Context: an optimization exercise on an open-source flow, tuned for small area and a short achievable clock period. The choices shown serve that exercise and are no tape-out recipe.
Where RTL was checked, it was by simulation tests only, not by an equivalence proof against the original.
No activity file was given, so power comes from the tool's default toggle rates.

## lagoon
// common_fa_tag_alloc
module common_fa_tag_alloc #(
  parameter int unsigned SUBJECT_COUNT_LOG2 = 5,
  parameter int unsigned TAG_WIDTH          = 20
) (
  input  logic                                clk,
  input  logic                                resetn,
  input  logic                                req_valid,
  output logic                                req_ready,
  input  logic [TAG_WIDTH-1:0]                req_tag,
  input  logic                                req_alloc,
  output logic                                resp_valid,
  input  logic                                resp_ready,
  output logic                                resp_hit,
  output logic                                resp_alloc,
  output logic [SUBJECT_COUNT_LOG2-1:0]       resp_index,
  output logic                                resp_evict_valid,
  output logic [TAG_WIDTH-1:0]                resp_evict_tag,
  input  logic                                flush,
  output logic [SUBJECT_COUNT_LOG2-1:0]       lru_waddr,
  output logic                                lru_wen,
  output logic [(1<<SUBJECT_COUNT_LOG2)-1:0]  lru_dvalid,
  input  logic [SUBJECT_COUNT_LOG2-1:0]       lru_qaddr,
  input  logic                                lru_qvalid
);
For scale: ~2,400 cells after synthesis, about 710 flip-flops, about 34,000 um2 of cells after synthesis.
export LEC_CHECK = 0
export CAP_MARGIN = 20
export CORE_MARGIN = 2
export CORE_UTILIZATION = 50
export CTS_BUF_LIST = sky130_fd_sc_hd__clkbuf_8
export SETUP_SLACK_MARGIN = 1.5
export SLEW_MARGIN = 20
export TNS_END_PERCENT = 10
create_clock -name core_clock -period 6.0 [get_ports {clk}]
standard.sh (not shown) runs the stock make flow with config.mk's settings and CLKGATE_MAP_FILE= SYNTH_SCRIPT=/design/flow/synth_recipe.tcl, a recipe that flattens the netlist after the stock synthesis.
==> flow/flow/run.sh <==
#!/bin/bash
# Standard ORFS layout, but let the resizer swap cells across footprints and
# buffer the ports with plain buffers instead of delay cells.
set -euo pipefail
bash standard.sh MATCH_CELL_FOOTPRINT=0 \
  "BUFFER_PORTS_ARGS=-buffer_cell sky130_fd_sc_hd__buf_2" \
  finish > standard_flow.log 2>&1
lagoon | status: complete | timing, DRC, antenna: pass
diff inputs: lagoon => sierra
- a change of CORE_UTILIZATION from 50 to 55
- a deleted CTS_BUF_LIST that had been sky130_fd_sc_hd__clkbuf_8
- an added CTS_CLUSTER_DIAMETER of 60
- an added CTS_CLUSTER_SIZE of 20
## What came out
sierra closes out successfully: all stages finished, all timing, DRC and antenna checks passed.
Taking lagoon as the reference, in sierra worst slack at placement climbed 510 ps, register clock-pin slew on the reported worst setup and hold paths barely changed, final critical-path required period dropped 240 ps.
> inputs changed (sierra -> willow)
- CORE_UTILIZATION changed from 55 to 50
Notes after the runs:
- [willow] combinational power share fell 0.7 points relative to sierra
- Wire length of the first global-routing pass up 2.5% in willow wrt sierra
- Cmp sierra and willow / number of stages on the worst setup path / higher: sierra
- In the metrics for sierra and willow, the one carrying the higher number of post-CTS setup repair buffers is sierra.
- The count of placed standard cells in the final layout, fillers left out in willow sits 70 above the value recorded for sierra.
- Share of cell area taken by multi-input logic gates: willow > sierra

========
Setup of lane 1:
common_fa_tag_alloc, a different RTL version from the one above (not shown whole).
Size in the first run: roughly 710 flip-flops, roughly 100 I/O pins.
Design common_fa_tag_alloc, start of the top module:
module common_fa_tag_alloc #(
  parameter int unsigned SUBJECT_COUNT_LOG2 = 5,
  parameter int unsigned TAG_WIDTH          = 20
) (
  input  logic                                clk,
  input  logic                                resetn,
  input  logic                                req_valid,
  output logic                                req_ready,
  input  logic [TAG_WIDTH-1:0]                req_tag,
  input  logic                                req_alloc,
  output logic                                resp_valid,
  input  logic                                resp_ready,
  output logic                                resp_hit,
  output logic                                resp_alloc,
  output logic [SUBJECT_COUNT_LOG2-1:0]       resp_index,
  output logic                                resp_evict_valid,
  output logic [TAG_WIDTH-1:0]                resp_evict_tag,
  input  logic                                flush,
  output logic [SUBJECT_COUNT_LOG2-1:0]       lru_waddr,
  output logic                                lru_wen,
  output logic [(1<<SUBJECT_COUNT_LOG2)-1:0]  lru_dvalid,
  input  logic [SUBJECT_COUNT_LOG2-1:0]       lru_qaddr,
  input  logic                                lru_qvalid
);
clock: 6.0 ns
lec_check: 0
cap_margin: 20
core_margin: 2
core_utilization: 50
cts_buf_list: sky130_fd_sc_hd__clkbuf_8
setup_slack_margin: 1.5
slew_margin: 20
tns_end_percent: 10
Scripts as last shown in full above: flow/flow/run.sh
Both conditions hold for lane 1: the flow ran to the end and the final layout passed the timing, DRC and antenna checks.
Edits applied to the flow inputs when going from lane 1 to lane 2:
==> flow/run.sh (new file) <==
#!/bin/bash
# synth_recipe.tcl (not shown) runs the flow's synth.tcl, then flattens the netlist and writes it again
# the make line also repeats each setting of config.mk as NAME=value (left out here)
make -C /OpenROAD-flow-scripts/flow DESIGN_CONFIG=/design/flow/config.mk WORK_HOME=/design/flow/orfs CLKGATE_MAP_FILE= SYNTH_SCRIPT=/design/flow/synth_recipe.tcl finish
removed: flow/flow/run.sh
removed: flow/standard.sh
Findings:
- Diff lane 2 and lane 1: depth of the critical timing path with buffers and inverters included lower in lane 2
- Count of clock-buffer cells in the layout, lane 2 vs lane 1: down by a few percent
- Comparing lane 2 and lane 1, the higher area growth from synthesis to layout is on lane 2.
- Lane 1 vs lane 2, standard cell with the maximum stage delay on the critical path: nand4_1 vs xnor2_1
- Lane 2 reached the final stage; the timing, DRC and antenna checks on its layout passed.
- Power is higher on lane 2
- Via count across lane 2 and lane 1: no real change.
No run of this note included a check of the RTL's function; only the layout flow was run.

[afterwards: timing with drivers on the ports]
The flow's constraints put no driver on any port. The routed layouts listed below were extracted and timed again, unchanged, in two steps.
Step 1, drivers: a clkbuf_16 drives clk and a buf_2 each remaining input, both assumed.
Step 2, shift: input delay + t, output delay - t, t = (earliest + latest rising clock arrival at the registers) / 2. This alone moves slack from input paths to output paths.
Slacks: no drivers / after step 1 / after step 2; pairs: no drivers / after step 1.
| run | shift t [ns] | setup WS [ns] | latest minus earliest clock arrival (ns) | worst data-port slew with drivers (ns) |
|---|---|---|---|---|
| lagoon | 0.828 | 1.060 / 0.911 / 0.276 | 0.040 / 0.040 | 0.31 |
| sierra | 0.712 | 1.302 / 1.005 / 0.611 | 0.028 / 0.028 | 0.32 |
| willow | 0.746 | 1.073 / 0.937 / 0.674 | 0.059 / 0.059 | 0.24 |
| lane 1 | 0.829 | 0.959 / 0.789 / 0.473 | 0.058 / 0.057 | 0.24 |
| lane 2 | 0.845 | 1.155 / 1.018 / 0.448 | 0.059 / 0.059 | 0.28 |
After both steps setup and hold are still met in every run listed. For lagoon, which loses most, drivers alone change the setup slack by -0.149 ns; drivers and shift together by -0.784 ns.
